What follows belongs to an exercise in optimizing a design on an open flow for a short achievable clock period and few clock cycles; a production flow would make more cautious choices.
Function was checked by simulation only, so behaviour that the tests miss may differ from the original.
Power is estimated from default activity; no workload was simulated.

$ cat constraint.sdc
create_clock -name core_clock -period 10.0 [get_ports {clk}]
set_input_delay 2.0000 -clock core_clock [delete_from_list [all_inputs] [get_ports {clk}]]
set_output_delay 2.0000 -clock core_clock [all_outputs]
set_load 0.01 [all_outputs]
$ cat config.mk
export PLATFORM = sky130hd
export DESIGN_NAME = mips_cpu_bus
export DESIGN_NICKNAME = mips_cpu_bus
export VERILOG_FILES = /design/flow/design.v
export SDC_FILE = /design/flow/constraint.sdc
export NUM_CORES = 4
export LEC_CHECK = 0
export CAP_MARGIN = 20
export CORE_MARGIN = 2
export CORE_UTILIZATION = 40
export SLEW_MARGIN = 20
$ cat design.v
`timescale 1ns/10ps
`default_nettype none
package mips_pkg;
  localparam logic [5:0] OP_SPECIAL = 6'h00;
  localparam logic [5:0] OP_J       = 6'h02;
  localparam logic [5:0] OP_BEQ     = 6'h04;
  localparam logic [5:0] OP_BNE     = 6'h05;
  localparam logic [5:0] OP_ADDIU   = 6'h09;
  localparam logic [5:0] OP_ORI     = 6'h0D;
  localparam logic [5:0] OP_LUI     = 6'h0F;
  localparam logic [5:0] OP_LW      = 6'h23;
  localparam logic [5:0] OP_SW      = 6'h2B;
  localparam logic [5:0] FUNC_JR   = 6'h08;
  localparam logic [5:0] FUNC_ADDU = 6'h21;
  localparam logic [5:0] FUNC_SUBU = 6'h23;
  localparam logic [5:0] FUNC_AND  = 6'h24;
  localparam logic [5:0] FUNC_OR   = 6'h25;
  localparam logic [5:0] FUNC_XOR  = 6'h26;
  localparam logic [5:0] FUNC_SLT  = 6'h2A;
  localparam logic [5:0] FUNC_SLTU = 6'h2B;
  localparam logic [31:0] RESET_VECTOR = 32'hBFC0_0000;
  localparam int WORD_BYTES = 4;
endpackage
`default_nettype wire
`timescale 1ns/10ps
`default_nettype none
`default_nettype wire
`timescale 1ns/10ps
`default_nettype none
module mips_control
(
  input  logic [31:0] instr_i,
  output logic        op_add_o,
  output logic        op_sub_o,
  output logic        op_and_o,
  output logic        op_or_o,
  output logic        op_xor_o,
  output logic        op_slt_o,
  output logic        op_sltu_o,
  output logic        writes_o,      
  output logic [4:0]  dest_o,
  output logic        is_lw_o,
  output logic        is_sw_o,
  output logic        is_br_o,
  output logic        is_bne_o,
  output logic        is_j_o,
  output logic        is_jr_o,
  output logic        pred_o,        
  output logic        a_rs_o,        
  output logic        b_rt_o,        
  output logic [31:0] imm_o
);
  logic [5:0] op;
  logic [5:0] fn;
  logic       is_r;
  logic       r_alu;
  logic       is_addiu, is_ori, is_lui, is_beq;
  assign op = instr_i[31:26];
  assign fn = instr_i[5:0];
  assign is_r     = op == mips_pkg::OP_SPECIAL;
  assign is_addiu = op == mips_pkg::OP_ADDIU;
  assign is_ori   = op == mips_pkg::OP_ORI;
  assign is_lui   = op == mips_pkg::OP_LUI;
  assign is_lw_o  = op == mips_pkg::OP_LW;
  assign is_sw_o  = op == mips_pkg::OP_SW;
  assign is_beq   = op == mips_pkg::OP_BEQ;
  assign is_bne_o = op == mips_pkg::OP_BNE;
  assign is_br_o  = is_beq || is_bne_o;
  assign is_j_o   = op == mips_pkg::OP_J;
  assign is_jr_o  = is_r && fn == mips_pkg::FUNC_JR;
  assign op_sub_o  = is_r && fn == mips_pkg::FUNC_SUBU;
  assign op_and_o  = is_r && fn == mips_pkg::FUNC_AND;
  assign op_or_o   = (is_r && fn == mips_pkg::FUNC_OR) || is_ori || is_lui;
  assign op_xor_o  = is_r && fn == mips_pkg::FUNC_XOR;
  assign op_slt_o  = is_r && fn == mips_pkg::FUNC_SLT;
  assign op_sltu_o = is_r && fn == mips_pkg::FUNC_SLTU;
  assign op_add_o  = (is_r && fn == mips_pkg::FUNC_ADDU) || is_addiu || is_lw_o || is_sw_o;
  assign r_alu = is_r && (fn == mips_pkg::FUNC_ADDU || fn == mips_pkg::FUNC_SUBU ||
                          fn == mips_pkg::FUNC_AND  || fn == mips_pkg::FUNC_OR   ||
                          fn == mips_pkg::FUNC_XOR  || fn == mips_pkg::FUNC_SLT  ||
                          fn == mips_pkg::FUNC_SLTU);
  assign dest_o   = is_r ? instr_i[15:11] : instr_i[20:16];
  assign writes_o = (r_alu || is_addiu || is_ori || is_lui) && dest_o != 5'd0;
  assign a_rs_o = !is_lui;
  assign b_rt_o = !(is_addiu || is_ori || is_lui || is_lw_o || is_sw_o);
  always_comb begin
    if (is_ori)      imm_o = {16'h0000, instr_i[15:0]};
    else if (is_lui) imm_o = {instr_i[15:0], 16'h0000};
    else             imm_o = {{16{instr_i[15]}}, instr_i[15:0]};
  end
  always_comb begin
    if (instr_i[25:21] == instr_i[20:16]) pred_o = is_beq;
    else                                  pred_o = is_bne_o || instr_i[15];
  end
endmodule
`default_nettype wire
`timescale 1ns/10ps
`default_nettype none
module mips_pc
(
  input  logic [31:0] instr_i,
  input  logic [31:0] pc4_i,         
  input  logic        is_j_i,
  input  logic        is_br_i,
  input  logic        pred_i,
  output logic        redirect_o,    
  output logic [31:0] target_o,
  output logic        target_zero_o,
  output logic [31:0] alt_o,         
  output logic        alt_zero_o
);
  logic [31:0] br_target;
  logic [31:0] jmp_target;
  logic [31:0] pc8;
  logic [31:0] off;
  assign off        = {{14{instr_i[15]}}, instr_i[15:0], 2'b00};
  assign br_target  = pc4_i + off;
  assign jmp_target = {pc4_i[31:28], instr_i[25:0], 2'b00};
  assign pc8        = pc4_i + 32'd4;
  assign redirect_o    = is_j_i || (is_br_i && pred_i);
  assign target_o      = is_j_i ? jmp_target : br_target;
  assign target_zero_o = is_j_i ? (jmp_target == 32'd0) : (br_target == 32'd0);
  assign alt_o         = pred_i ? pc8 : br_target;
  assign alt_zero_o    = pred_i ? (pc8 == 32'd0) : (br_target == 32'd0);
endmodule
`default_nettype wire
`timescale 1ns/10ps
`default_nettype none
module mips_regfile (
  input  logic        clk,
  input  logic        reset,
  input  logic [4:0]  rs_addr_i,
  input  logic [4:0]  rt_addr_i,
  input  logic [4:0]  wr_addr_i,
  input  logic [31:0] wr_data_i,
  input  logic        wr_en_i,
  output logic [31:0] rs_data_o,
  output logic [31:0] rt_data_o
);
  logic [31:0] regs [1:31];
  always_ff @(posedge clk) begin
    if (reset) begin
      for (int i = 1; i < 32; i++) begin
        regs[i] <= '0;
      end
    end else if (wr_en_i && wr_addr_i != 5'd0) begin
      regs[wr_addr_i] <= wr_data_i;
    end
  end
  assign rs_data_o = (rs_addr_i == 5'd0) ? 32'd0 : regs[rs_addr_i];
  assign rt_data_o = (rt_addr_i == 5'd0) ? 32'd0 : regs[rt_addr_i];
endmodule
`default_nettype wire
`timescale 1ns/10ps
`default_nettype none
module mips_alu
(
  input  logic [31:0] a_i,
  input  logic [31:0] b_i,
  input  logic        op_add_i,
  input  logic        op_sub_i,
  input  logic        op_and_i,
  input  logic        op_or_i,
  input  logic        op_xor_i,
  input  logic        op_slt_i,
  input  logic        op_sltu_i,
  output logic [31:0] sum_o,
  output logic [31:0] result_o
);
  logic [31:0] diff;
  logic        borrow;
  logic        lt;
  assign sum_o = a_i + b_i;
  assign {borrow, diff} = {1'b0, a_i} - {1'b0, b_i};
  assign lt = (a_i[31] ^ b_i[31]) ? a_i[31] : diff[31];
  assign result_o = ({32{op_add_i}} & sum_o)
                  | ({32{op_sub_i}} & diff)
                  | ({32{op_and_i}} & (a_i & b_i))
                  | ({32{op_or_i}}  & (a_i | b_i))
                  | ({32{op_xor_i}} & (a_i ^ b_i))
                  | {31'd0, (op_slt_i & lt) | (op_sltu_i & borrow)};
endmodule
`default_nettype wire
`timescale 1ns/10ps
`default_nettype none
module mips_cpu_bus
(
  input  logic                  clk,
  input  logic                  reset,
  output logic                  active_o,
  output logic [31:0]           register_v0_o,
  output logic [31:0]           address_o,
  output logic                  read_o,
  output logic                  write_o,
  input  logic                  waitrequest_i,
  output logic [31:0]           writedata_o,
  output logic [mips_pkg::WORD_BYTES-1:0] byteenable_o,
  input  logic [31:0]           readdata_i
);
  function automatic logic [31:0] swap_bytes(input logic [31:0] word);
    swap_bytes = {word[7:0], word[15:8], word[23:16], word[31:24]};
  endfunction
  logic [31:0] rdata;
  assign rdata = swap_bytes(readdata_i);
  logic [31:0] addr_q;
  logic        rd_q, wr_q;
  logic [31:0] wdata_q;
  logic        busf_q;      
  logic        busm_q;      
  logic [4:0]  m_dest_q;    
  logic [31:0] npc_q;       
  logic        active_q;
  logic        stall;
  assign stall = waitrequest_i && (rd_q || wr_q);
  logic        dv_q;
  logic [31:0] ir_q;
  logic [31:0] dpc4_q;
  logic        ev_q;
  logic [31:0] a_q, b_q, sd_q;
  logic        e_add_q, e_sub_q, e_and_q, e_or_q, e_xor_q, e_slt_q, e_sltu_q;
  logic        e_wr_q;
  logic [4:0]  e_dest_q;
  logic        e_lw_q, e_sw_q, e_br_q, e_bne_q, e_jr_q, e_pred_q;
  logic [31:0] e_alt_q;
  logic        e_alt_z_q;
  logic [4:0]  e_rs_q, e_rt_q;
  logic        e_a_rs_q, e_b_rt_q;
  logic        wv_q;
  logic [4:0]  w_dest_q;
  logic [31:0] w_val_q;
  logic [31:0] v0_q;
  logic        d_add, d_sub, d_and, d_or, d_xor, d_slt, d_sltu;
  logic        d_writes;
  logic [4:0]  d_dest;
  logic        d_lw, d_sw, d_br, d_bne, d_j, d_jr, d_pred, d_a_rs, d_b_rt;
  logic [31:0] d_imm;
  logic [4:0]  d_rs, d_rt;
  logic [31:0] rf_rs, rf_rt;
  logic [31:0] fwd_rs, fwd_rt;
  logic        d_redir;
  logic [31:0] d_target, d_alt;
  logic        d_target_z, d_alt_z;
  assign d_rs = ir_q[25:21];
  assign d_rt = ir_q[20:16];
  mips_control u_control (
    .instr_i   (ir_q),
    .op_add_o  (d_add),
    .op_sub_o  (d_sub),
    .op_and_o  (d_and),
    .op_or_o   (d_or),
    .op_xor_o  (d_xor),
    .op_slt_o  (d_slt),
    .op_sltu_o (d_sltu),
    .writes_o  (d_writes),
    .dest_o    (d_dest),
    .is_lw_o   (d_lw),
    .is_sw_o   (d_sw),
    .is_br_o   (d_br),
    .is_bne_o  (d_bne),
    .is_j_o    (d_j),
    .is_jr_o   (d_jr),
    .pred_o    (d_pred),
    .a_rs_o    (d_a_rs),
    .b_rt_o    (d_b_rt),
    .imm_o     (d_imm)
  );
  mips_pc u_pc (
    .instr_i       (ir_q),
    .pc4_i         (dpc4_q),
    .is_j_i        (d_j),
    .is_br_i       (d_br),
    .pred_i        (d_pred),
    .redirect_o    (d_redir),
    .target_o      (d_target),
    .target_zero_o (d_target_z),
    .alt_o         (d_alt),
    .alt_zero_o    (d_alt_z)
  );
  mips_regfile u_regfile (
    .clk       (clk),
    .reset     (reset),
    .rs_addr_i (d_rs),
    .rt_addr_i (d_rt),
    .wr_addr_i (w_dest_q),
    .wr_data_i (w_val_q),
    .wr_en_i   (wv_q),
    .rs_data_o (rf_rs),
    .rt_data_o (rf_rt)
  );
  logic [31:0] e_sum, e_res;
  logic        e_exec;      
  logic        e_taken;
  logic        e_redir;
  logic [31:0] e_target;
  logic        e_target_z;
  logic        e_mem;
  mips_alu u_alu (
    .a_i       (a_q),
    .b_i       (b_q),
    .op_add_i  (e_add_q),
    .op_sub_i  (e_sub_q),
    .op_and_i  (e_and_q),
    .op_or_i   (e_or_q),
    .op_xor_i  (e_xor_q),
    .op_slt_i  (e_slt_q),
    .op_sltu_i (e_sltu_q),
    .sum_o     (e_sum),
    .result_o  (e_res)
  );
  assign e_exec     = ev_q && !busm_q;
  assign e_taken    = (a_q == b_q) ^ e_bne_q;
  assign e_redir    = e_exec && (e_jr_q || (e_br_q && (e_taken != e_pred_q)));
  assign e_target   = e_jr_q ? a_q : e_alt_q;
  assign e_target_z = e_jr_q ? (a_q == 32'd0) : e_alt_z_q;
  assign e_mem      = e_exec && (e_lw_q || e_sw_q);
  logic e_fwd_rs, e_fwd_rt, w_fwd_rs, w_fwd_rt;
  assign e_fwd_rs = e_exec && e_wr_q && e_dest_q == d_rs;
  assign e_fwd_rt = e_exec && e_wr_q && e_dest_q == d_rt;
  assign w_fwd_rs = wv_q && w_dest_q == d_rs;
  assign w_fwd_rt = wv_q && w_dest_q == d_rt;
  assign fwd_rs = e_fwd_rs ? e_res : (w_fwd_rs ? w_val_q : rf_rs);
  assign fwd_rt = e_fwd_rt ? e_res : (w_fwd_rt ? w_val_q : rf_rt);
  logic [31:0] seq_pc;
  logic        seq_z;
  logic [31:0] next_pc;
  logic        next_z;
  assign seq_pc = busf_q ? npc_q + 32'd4 : npc_q;
  assign seq_z  = busf_q ? (npc_q == 32'hFFFF_FFFC) : (npc_q == 32'd0);
  always_comb begin
    if (e_redir) begin
      next_pc = e_target;
      next_z  = e_target_z;
    end else if (dv_q && d_redir) begin
      next_pc = d_target;
      next_z  = d_target_z;
    end else begin
      next_pc = seq_pc;
      next_z  = seq_z;
    end
  end
  logic       m_fix_a, m_fix_b, m_fix_sd;
  assign m_fix_a  = m_dest_q != 5'd0 && e_a_rs_q && e_rs_q == m_dest_q;
  assign m_fix_b  = m_dest_q != 5'd0 && e_b_rt_q && e_rt_q == m_dest_q;
  assign m_fix_sd = m_dest_q != 5'd0 && e_rt_q == m_dest_q;
  always_ff @(posedge clk) begin
    if (reset) begin
      wv_q <= 1'b0;
      v0_q <= '0;
    end else if (busm_q) begin
      wv_q     <= m_dest_q != 5'd0;
      w_dest_q <= m_dest_q;
      w_val_q  <= rdata;
      if (m_dest_q == 5'd2) v0_q <= rdata;
    end else begin
      wv_q     <= e_exec && e_wr_q;
      w_dest_q <= e_dest_q;
      w_val_q  <= e_res;
      if (e_exec && e_wr_q && e_dest_q == 5'd2) v0_q <= e_res;
    end
  end
  always_ff @(posedge clk) begin
    if (busm_q) begin
      if (m_fix_a)  a_q  <= rdata;
      if (m_fix_b)  b_q  <= rdata;
      if (m_fix_sd) sd_q <= rdata;
    end else if (!stall) begin
      a_q  <= d_a_rs ? fwd_rs : 32'd0;
      b_q  <= d_b_rt ? fwd_rt : d_imm;
      sd_q <= fwd_rt;
    end
  end
  always_ff @(posedge clk) begin
    if (reset) begin
      addr_q   <= mips_pkg::RESET_VECTOR;
      npc_q    <= mips_pkg::RESET_VECTOR;
      rd_q     <= 1'b1;
      wr_q     <= 1'b0;
      busf_q   <= 1'b1;
      busm_q   <= 1'b0;
      m_dest_q <= 5'd0;
      dv_q     <= 1'b0;
      ev_q     <= 1'b0;
      active_q <= 1'b1;
    end else if (!stall) begin
      if (busm_q) begin
        busm_q   <= 1'b0;
        m_dest_q <= 5'd0;
        addr_q   <= npc_q;
        busf_q   <= npc_q != 32'd0;
        rd_q     <= npc_q != 32'd0;
        wr_q     <= 1'b0;
        active_q <= npc_q != 32'd0 || dv_q || ev_q;
      end else begin
        dv_q   <= busf_q && !e_redir;
        ir_q   <= rdata;
        dpc4_q <= npc_q + 32'd4;
        ev_q      <= dv_q;
        e_add_q   <= d_add;
        e_sub_q   <= d_sub;
        e_and_q   <= d_and;
        e_or_q    <= d_or;
        e_xor_q   <= d_xor;
        e_slt_q   <= d_slt;
        e_sltu_q  <= d_sltu;
        e_wr_q    <= d_writes;
        e_dest_q  <= d_dest;
        e_lw_q    <= d_lw;
        e_sw_q    <= d_sw;
        e_br_q    <= d_br;
        e_bne_q   <= d_bne;
        e_jr_q    <= d_jr;
        e_pred_q  <= d_pred;
        e_alt_q   <= d_alt;
        e_alt_z_q <= d_alt_z;
        e_rs_q    <= d_rs;
        e_rt_q    <= d_rt;
        e_a_rs_q  <= d_a_rs;
        e_b_rt_q  <= d_b_rt;
        npc_q     <= next_pc;
        if (e_mem) begin
          busm_q   <= 1'b1;
          m_dest_q <= e_lw_q ? e_dest_q : 5'd0;
          addr_q   <= e_sum;
          busf_q   <= 1'b0;
          rd_q     <= e_lw_q;
          wr_q     <= e_sw_q;
          wdata_q  <= swap_bytes(sd_q);
          active_q <= 1'b1;
        end else begin
          addr_q   <= next_pc;
          busf_q   <= !next_z;
          rd_q     <= !next_z;
          wr_q     <= 1'b0;
          active_q <= !next_z || dv_q || (busf_q && !e_redir);
        end
      end
    end
  end
  assign address_o     = addr_q;
  assign read_o        = rd_q;
  assign write_o       = wr_q;
  assign writedata_o   = wdata_q;
  assign byteenable_o  = {mips_pkg::WORD_BYTES{1'b1}};
  assign active_o      = active_q;
  assign register_v0_o = v0_q;
endmodule
`default_nettype wire
$ cat run.sh
#!/bin/bash
# synth_recipe.tcl (not shown) runs the flow's synth.tcl, then flattens the netlist and writes it again
# the make line also repeats each setting of config.mk as NAME=value (left out here)
make -C /OpenROAD-flow-scripts/flow DESIGN_CONFIG=/design/flow/config.mk WORK_HOME=/design/flow/orfs CLKGATE_MAP_FILE= SYNTH_SCRIPT=/design/flow/synth_recipe.tcl finish
==> flow_summary.json, run 1 <==
{
  "cts_tree": "built",
  "period_needed_ns": 5.13,
  "synthCells": 6327,
  "vias": 56547,
  "clock-sinks": 1436,
  "avgRoutedWirePerCell_um": 32.2,
  "grt_max_degree": 113,
  "crit_chain": "inv_1, ha_1, nor3_1, and4_1, nand4b_1, xnor2_1, a21oi_1, nor2b_4, buf_4, o21ai_0, o21ai_0, o211a_1",
  "swShare_pct": 32.3,
  "grt_pass1_wl_um": 413000,
  "p_seq_share_pct": 42.5,
  "finalCritPeriodShare_pct": 51.3,
  "cts-root-buf": "clkbuf_16",
  "slowest_stage": "nor3_1",
  "status": "finished clean",
  "port_buffers": 133,
  "ys_types": 106,
  "skew_ns": 0.0532,
  "die-width_um": 456,
  "worstMarginPinSlew_ns": 1.31,
  "maxSlewViolCount": 0,
  "path_depth": 12,
  "grt_usage_pct": 27.6,
  "ys_ff_latch": 1436,
  "cts_hold_buf": 0,
  "p_leak_uw": 0.0324,
  "post-synth-top-count-cell": "edfxtp_1",
  "ys_warn_count": 3,
  "crit_type": "reg2reg",
  "vias_per_cell": 6.24,
  "grt_overflow": 0,
  "path_clk_slew_ns": 0.06,
  "path_buf_inv": 2,
  "nNetsFinal": 6416,
  "seq_area_um2": 42000,
  "drtIter0Drc": 7391,
  "first_pass_iters": 7,
  "synth_area_leader_cell": "edfxtp_1",
  "cts-buffers-inserted": 160,
  "rsz0062_at_grt": "no",
  "drcViolationCount": 0,
  "p_sw_uw": 5630,
  "clkLatencyLatePin_ns": 0.82,
  "ir_worst_vdd_uv": 188,
  "h-tree-depth": 4,
  "arrival_ns": 5.88,
  "areaGrowthSynthToFinish_pct": 11.8,
  "p_int_uw": 11800,
  "coreArea_um2": 204000,
  "synth_edf_count": 1317,
  "dp_cells": 8764,
  "fillers": 18109,
  "grt_pass1_vias": 55771,
  "cp_top_family": "simple AND/OR/NAND/NOR gates",
  "netlist_area_um2": 81900,
  "cp_slowest_stage_delay_ns": 0.81,
  "cellPowerDensity_nw_per_um2": 191,
  "fmax_mhz": 195,
  "post_cts_buffers": 0,
  "crit_top_cell": "o21ai_0",
  "hold_class": "reg2reg",
  "drv_cap": 0,
  "postRouteAntennaNets": 0,
  "critPathLaunchType": "register",
  "die_h_um": 456,
  "stdcell_count": 9064,
  "max_slew_margin_pct": 12.3,
  "drive_above_1_share_pct": 19.2,
  "path_max_fanout": 39,
  "ys_top_cells_by_area": "edfxtp_1 (48%), mux4_2 (18%), and2_1 (7.7%)",
  "dp_hpwl_um": 191000,
  "synth_top_flop_cell": "edfxtp_1",
  "synth_top_area_share_pct": 48.3,
  "cts_resized": 0,
  "antenna_found_initial": 20,
  "ys_top_cells_by_count": "edfxtp_1 (1317), and2_1 (1004), mux4_2 (640)",
  "whs_path_depth": 0,
  "setup_viol": 0,
  "rr_worst_depth": 12,
  "synth.avg_cell_area_um2": 12.9,
  "async_reset_ff_share_pct": 0,
  "yosysSeqAreaShare_pct": 51.2,
  "pwr-share-clk_pct": 33.6,
  "combPwrFrac_pct": 23.8,
  "crit_required_ns": 10.75,
  "start_util_pct": 40.1,
  "io_pins": 138,
  "num_rows": 166,
  "drt-total-wl_um": 292000,
  "end_kind": "register",
  "hold_viol": 0,
  "setup_tns_ns": 0,
  "clockBufferDepth": 3,
  "die_area_um2": 208000,
  "gp_congestion": 0.985,
  "multi_input_area_um2": 37600
}
per-layer routing:
| layer | GRT usage (%) | wire, um | up-vias |
|---|---|---|---|
| li1 | - | - | 23723 |
| met1 | 35.0 | 110000 | 29046 |
| met2 | 44.9 | 139000 | 3075 |
| met3 | 5.49 | 26200 | 697 |
| met4 | 13.9 | 16900 | 6 |
| met5 | 0 | 40 | - |
registers in the layout (all words and copies together), names as in the netlist, 32 cells and up, named ones only:
name            cells
a_q                32
addr_q             32
b_q                32
dpc4_q             32
e_alt_q            32
ir_q               32
npc_q              32
sd_q               32
u_regfile.regs   1024
v0_q               32
w_val_q            32
wdata_q            32
layout make-up:
| type | instances | area share, % |
|---|---|---|
| diodes | 6 | 0.0164 |
| clock buffers | 211 | 4.77 |
| clock inverters | 73 | 0.773 |
| inverters | 125 | 0.518 |
| multi-input cells | 4214 | 41.1 |
| flip-flops and latches | 1436 | 45.9 |
| well taps | 2688 | 3.68 |
| repair buffers | 311 | 3.24 |
per-stage QoR:
step	setup slack (ns)	hold WS (ns)	total power (uW)	utilization, %	instance area [um^2]
CTS	4.87	0.404	17400	44.8	91300
global route	4.75	0.425	17900	44.8	91500
detailed placement	4.08	0.405	11500	42.3	86200
finish	4.87	0.399	17400	44.9	91500
global placement	4.09	0.406	11500	42.2	86100
floorplan	2.90	0.400	9910	-	82000
final timing paths:
kind | start | end | slack (ns)
worst max-delay path | a_q[19]$_DFFE_PP_ | addr_q[9]$_SDFFE_PP0N_ | 4.87
worst min register to register | sd_q[14]$_DFFE_PP_ | wdata_q[22]$_DFFE_PP_ | 0.40
worst max register to register | a_q[19]$_DFFE_PP_ | addr_q[9]$_SDFFE_PP0N_ | 4.87
worst min-delay path | sd_q[14]$_DFFE_PP_ | wdata_q[22]$_DFFE_PP_ | 0.40
logic make-up after synthesis:
logic type	share of synthesized area (%)
XOR/XNOR	1.97
other	0.00917
adder cells (fa/ha/maj)	2.07
flip-flops	51.2
multiplexers	19.8
AO/OA/AOI/OAI	7.86
buffers and inverters	3.61
AND/OR/NAND/NOR	13.5
power by group through the flow:
stage | Clock (uW) | Sequential, uW | Combinational, uW
finish | 5860 | 7420 | 4160
global route | 6140 | 7440 | 4350
CTS | 5910 | 7460 | 3980
detailed placement | 0 | 7580 | 3960
global placement | 0 | 7560 | 3940
floorplan | 0 | 7290 | 2630
cells in the final DEF (no fill, tap or decap), types with 20 or more instances in the layout:
cell,n
nand2_1,404
a31oi_1,20
nor4_1,32
a221oi_1,39
clkinv_1,26
clkdlybuf4s50_1,132
clkinv_2,26
inv_1,121
nor2b_1,21
a211oi_1,24
dfxtp_1,108
edfxtp_1,1317
mux2_2,49
and2_1,1004
xnor2_1,102
clkbuf_16,165
nand3_1,92
mux4_2,640
clkbuf_1,40
nor2_1,237
nor2_4,24
nand4_1,44
o21a_1,42
o211ai_1,70
o21ai_4,24
a21o_1,34
nor3_1,43
conb_1,36
mux2i_1,123
o21ai_0,281
nand2b_1,23
xor2_1,82
a21oi_1,268
ha_1,129
buf_4,154
Testbench counts, summed over its fixed seeds: cycles 31,782.
==> run 2, diff against run 1 <==
--- a/design.v
+++ b/design.v
@@ -170,8 +170,11 @@
   logic [31:0] diff;
   logic        borrow;
   logic        lt;
-  assign sum_o = a_i + b_i;
-  assign {borrow, diff} = {1'b0, a_i} - {1'b0, b_i};
+  logic        carry_add;
+  logic        carry_sub;
+  mips_add32 u_add (.a_i(a_i), .b_i(b_i),  .cin_i(1'b0), .sum_o(sum_o), .cout_o(carry_add));
+  mips_add32 u_sub (.a_i(a_i), .b_i(~b_i), .cin_i(1'b1), .sum_o(diff),  .cout_o(carry_sub));
+  assign borrow = !carry_sub;
   assign lt = (a_i[31] ^ b_i[31]) ? a_i[31] : diff[31];
   assign result_o = ({32{op_add_i}} & sum_o)
                   | ({32{op_sub_i}} & diff)
@@ -180,6 +183,39 @@
                   | ({32{op_xor_i}} & (a_i ^ b_i))
                   | {31'd0, (op_slt_i & lt) | (op_sltu_i & borrow)};
 endmodule
+module mips_add32
+(
+  input  logic [31:0] a_i,
+  input  logic [31:0] b_i,
+  input  logic        cin_i,
+  output logic [31:0] sum_o,
+  output logic        cout_o
+);
+  logic [31:0] p0, g0;
+  logic [31:0] gl [0:5];
+  logic [31:0] pl [0:5];
+  assign p0 = a_i ^ b_i;
+  assign g0 = a_i & b_i;
+  always_comb begin
+    gl[0] = g0;
+    pl[0] = p0;
+    gl[0][0] = g0[0] | (p0[0] & cin_i);
+    pl[0][0] = 1'b0;
+    for (int l = 0; l < 5; l++) begin
+      for (int i = 0; i < 32; i++) begin
+        if (i >= (1 << l)) begin
+          gl[l+1][i] = gl[l][i] | (pl[l][i] & gl[l][i - (1 << l)]);
+          pl[l+1][i] = pl[l][i] & pl[l][i - (1 << l)];
+        end else begin
+          gl[l+1][i] = gl[l][i];
+          pl[l+1][i] = pl[l][i];
+        end
+      end
+    end
+  end
+  assign sum_o  = p0 ^ {gl[5][30:0], cin_i};
+  assign cout_o = gl[5][31];
+endmodule
 `default_nettype wire
 `timescale 1ns/10ps
 `default_nettype none
==> flow/run.sh (new file) <==
#!/bin/bash
set -uo pipefail
export SETUP_SLACK_MARGIN=9
bash standard.sh > flow_standard.log 2>&1
status=$?
cp -r orfs/logs flow_logs 2>/dev/null || true
exit $status
==> standard.sh (new file) <==
#!/bin/bash
# synth_recipe.tcl (not shown) runs the flow's synth.tcl, then flattens the netlist and writes it again
# the make line also repeats each setting of config.mk as NAME=value (left out here)
make -C /OpenROAD-flow-scripts/flow DESIGN_CONFIG=/design/flow/config.mk WORK_HOME=/design/flow/orfs CLKGATE_MAP_FILE= SYNTH_SCRIPT=/design/flow/synth_recipe.tcl "${@:-finish}"
removed: run.sh
==> run 2 against run 1 <==
Fmax up 20%. Synthesized cell count fell by 0.19%. Final cell count rose by 13%. Wire length up 45%. Area after synthesis hardly changed. Sequential cell count unchanged. Global-route usage up 10 points. Critical path type unchanged.
==> flow_summary.json, run 2 <==
{
  "synth_top_flop_cell": "edfxtp_1",
  "setup_viol": 0,
  "final_common_cell": "edfxtp_1",
  "netlist_area_um2": 81800,
  "cellPowerDensity_nw_per_um2": 171,
  "p_leak_uw": 0.0436,
  "largest_register_ffs": 1024,
  "crit_type": "reg2reg",
  "nNetsFinal": 7594,
  "ys_top_cells_by_count": "edfxtp_1 (1317), and2_1 (1013), mux4_2 (640)",
  "path_clk_slew_ns": 0.06,
  "ys_types": 96,
  "clkLatencyLatePin_ns": 0.88,
  "hold_class": "reg2reg",
  "synth_top_area_share_pct": 48.3,
  "status": "finished clean",
  "arrival_ns": 4.89,
  "maxSlewViolCount": 0,
  "drcViolationCount": 0,
  "vias": 70696,
  "yosysSeqAreaShare_pct": 51.3,
  "postRouteAntennaNets": 0,
  "setup_tns_ns": 0,
  "largest_register": "u_regfile.regs",
  "grt_pass1_wl_um": 548000,
  "dp_hpwl_um": 199000,
  "grt_usage_pct": 38.0,
  "clock-sinks": 1436,
  "drv_cap": 0,
  "grt_max_degree": 79,
  "slowest_stage": "fa_2",
  "num_rows": 165,
  "gp_congestion": 1.00,
  "swShare_pct": 34.2,
  "cts-buffers-inserted": 161,
  "period_needed_ns": 4.29,
  "ys_top_cells_by_area": "edfxtp_1 (48%), mux4_2 (18%), and2_1 (7.7%)",
  "synth_area_leader_cell": "edfxtp_1",
  "skew_ns": 0.0522,
  "path_max_fanout": 7,
  "p_sw_uw": 6840,
  "ys_ff_latch": 1436,
  "drt-total-wl_um": 424000,
  "drive_above_1_share_pct": 48.1,
  "cts_hold_buf": 0,
  "ir_worst_vdd_uv": 148,
  "clockBufferDepth": 3,
  "fin_hold_ws_ns": 0.412,
  "crit_required_ns": 10.60,
  "post-synth-top-count-cell": "edfxtp_1",
  "drtIter0Drc": 12816,
  "areaGrowthSynthToFinish_pct": 43.0,
  "grt_pass1_vias": 65238,
  "synth_edf_count": 1317,
  "cts_tree": "built",
  "die-width_um": 456,
  "port_buffers": 133,
  "hold_viol": 0,
  "worstMarginPinSlew_ns": 1.23,
  "die_area_um2": 208000,
  "synthCells": 6315,
  "fmax_mhz": 233,
  "cts-root-buf": "clkbuf_16",
  "ys_warn_count": 6,
  "placed_cell_area_um2": 87400,
  "h-tree-depth": 4,
  "avgRoutedWirePerCell_um": 41.3,
  "finalCritPeriodShare_pct": 42.9,
  "p_int_uw": 13100,
  "critPathLaunchType": "register",
  "synth.avg_cell_area_um2": 13.0,
  "first_pass_iters": 8,
  "async_reset_ff_share_pct": 0,
  "grt_overflow": 0,
  "coreArea_um2": 203000,
  "io_pins": 138,
  "antenna_found_initial": 38,
  "stdcell_area_um2": 117000,
  "start_util_pct": 40.4,
  "max_slew_margin_pct": 17.4,
  "vias_per_cell": 6.89,
  "layout_common_cells": "edfxtp_1 (1317), mux4_2 (640), and2_1 (625)",
  "rsz0062_at_grt": "yes",
  "pwr-share-clk_pct": 30.6,
  "p_seq_share_pct": 36.3,
  "end_kind": "register",
  "cp_slowest_stage_delay_ns": 0.48,
  "die_h_um": 456,
  "crit_chain": "inv_1, ha_1, inv_1, o21ai_0, a21oi_1, a311o_2, nand4b_4, a311o_1, a21oi_2, a221o_1, a21oi_2, o21bai_1, fa_2, a22oi_2, o211ai_1, buf_4, o31ai_2, nand2_1",
  "combPwrFrac_pct": 33.1
}
==> run 2: worst paths after layout <==
path | startpoint | endpoint | slack [ns] | depth (start not counted)
hold reg to reg | sd_q[23]$_DFFE_PP_ | wdata_q[15]$_DFFE_PP_ | 0.41 | 0
hold / removal | sd_q[23]$_DFFE_PP_ | wdata_q[15]$_DFFE_PP_ | 0.41 | 0
setup reg to reg | b_q[9]$_DFFE_PP_ | a_q[31]$_DFFE_PP_ | 5.71 | 18
setup / recovery | b_q[9]$_DFFE_PP_ | a_q[31]$_DFFE_PP_ | 5.71 | 18
==> run 2: power by group through the flow <==
stage | sequential (uW) | combinational [uW] | clock (uW)
finish | 7250 | 6610 | 6120
global route | 7270 | 6680 | 6310
CTS | 7220 | 5660 | 6050
detailed placement | 7610 | 3760 | 0
global placement | 7600 | 3740 | 0
floorplan | 7240 | 2660 | 0
==> run 2: final cells by class <==
cell class              instances  area (um^2)
fillers                     15306        85700
multi-input cells            4223        44000
flip-flops and latches       1436        42200
repair buffers               1461        21400
clock buffers                 209         4290
well taps                    2672         3340
clock inverters                81          910
inverters                     131          558
repair inverters               12          221
diodes                         31         77.6
==> run 2: worst max-delay path: cells and delay by family, from the launching register on <==
family / cells / cell delay (ns)
compound gates: 11 / 2.11
fa+ha+maj: 2 / 0.80
buf+inv: 3 / 0.55
flops: 1 / 0.39
simple gates: 2 / 0.19
==> run 2: metrics by stage <==
step	setup WS, ns	std cells	util (%)	total power, uW
after global placement	5.18	8706	43.1	11300
after detailed placement	5.10	8710	43.1	11400
after CTS	5.78	9907	54.4	18900
final	5.71	10256	57.7	20000
after floorplan	6.00	6349	-	9910
after global routing	5.57	10233	57.7	20300
==> run 2: timing repair <==
item | CTS | global route
buffers inserted | 680 | 278
pin swaps | 213 | 262
cloned | 227 | 40
endpoints found under the setup margin | 2764 | 2763
gates resized for setup | 2077 | 870
==> run 2: logic make-up (layout without fill, tap and decap cells) <==
logic type	Yosys count	after routing	synth area share, %
AND/OR/NAND/NOR	2003	2030	13.4
other	2	67	0.00918
buffers and inverters	719	1894	3.45
adder cells (fa/ha/maj)	133	133	2.07
XOR/XNOR	182	182	1.95
multiplexers	779	779	19.4
flip-flops	1436	1436	51.3
AO/OA/AOI/OAI	1061	1063	8.49
==> run 2: per-layer routing <==
layer | up-vias | part of all wire [%] | GRT usage (%) | wire length [um]
li1 | 26420 | - | - | -
met1 | 35017 | 31 | 44.4 | 133000
met2 | 6929 | 43 | 57.1 | 183000
met3 | 2312 | 13 | 12.3 | 55900
met4 | 18 | 12 | 31.6 | 51600
met5 | - | 0.044 | 0 | 186
Testbench counts of run 2, summed over its fixed seeds: cycles 31,782.

[afterwards: timing with drivers on the ports]
How much do the figures lean on ideal ports? The routed layouts below were timed once more, with nothing changed but the port constraints. Step 1: set_driving_cell puts a clkbuf_16 on clk and a buf_2 on each other input, an assumption about the parent block. Step 2, shift: input delay + t, output delay - t, t = (earliest + latest rising clock arrival at the registers) / 2. This alone moves slack from input paths to output paths. a / b / c = ideal ports / drivers / drivers and shift; a / b = the first two.
| run | t, ns | setup WS [ns] | worst setup path after step 2 |
|---|---|---|---|
| run 1 | 0.878 | 4.871 / 4.871 / 4.149 | input to register |
| run 2 | 0.942 | 5.714 / 5.714 / 5.714 | register to register |
After both steps every run listed still meets setup and hold. The setup slack of run 1, which loses most, moves by 0.000 ns with the drivers and by -0.722 ns with both steps.
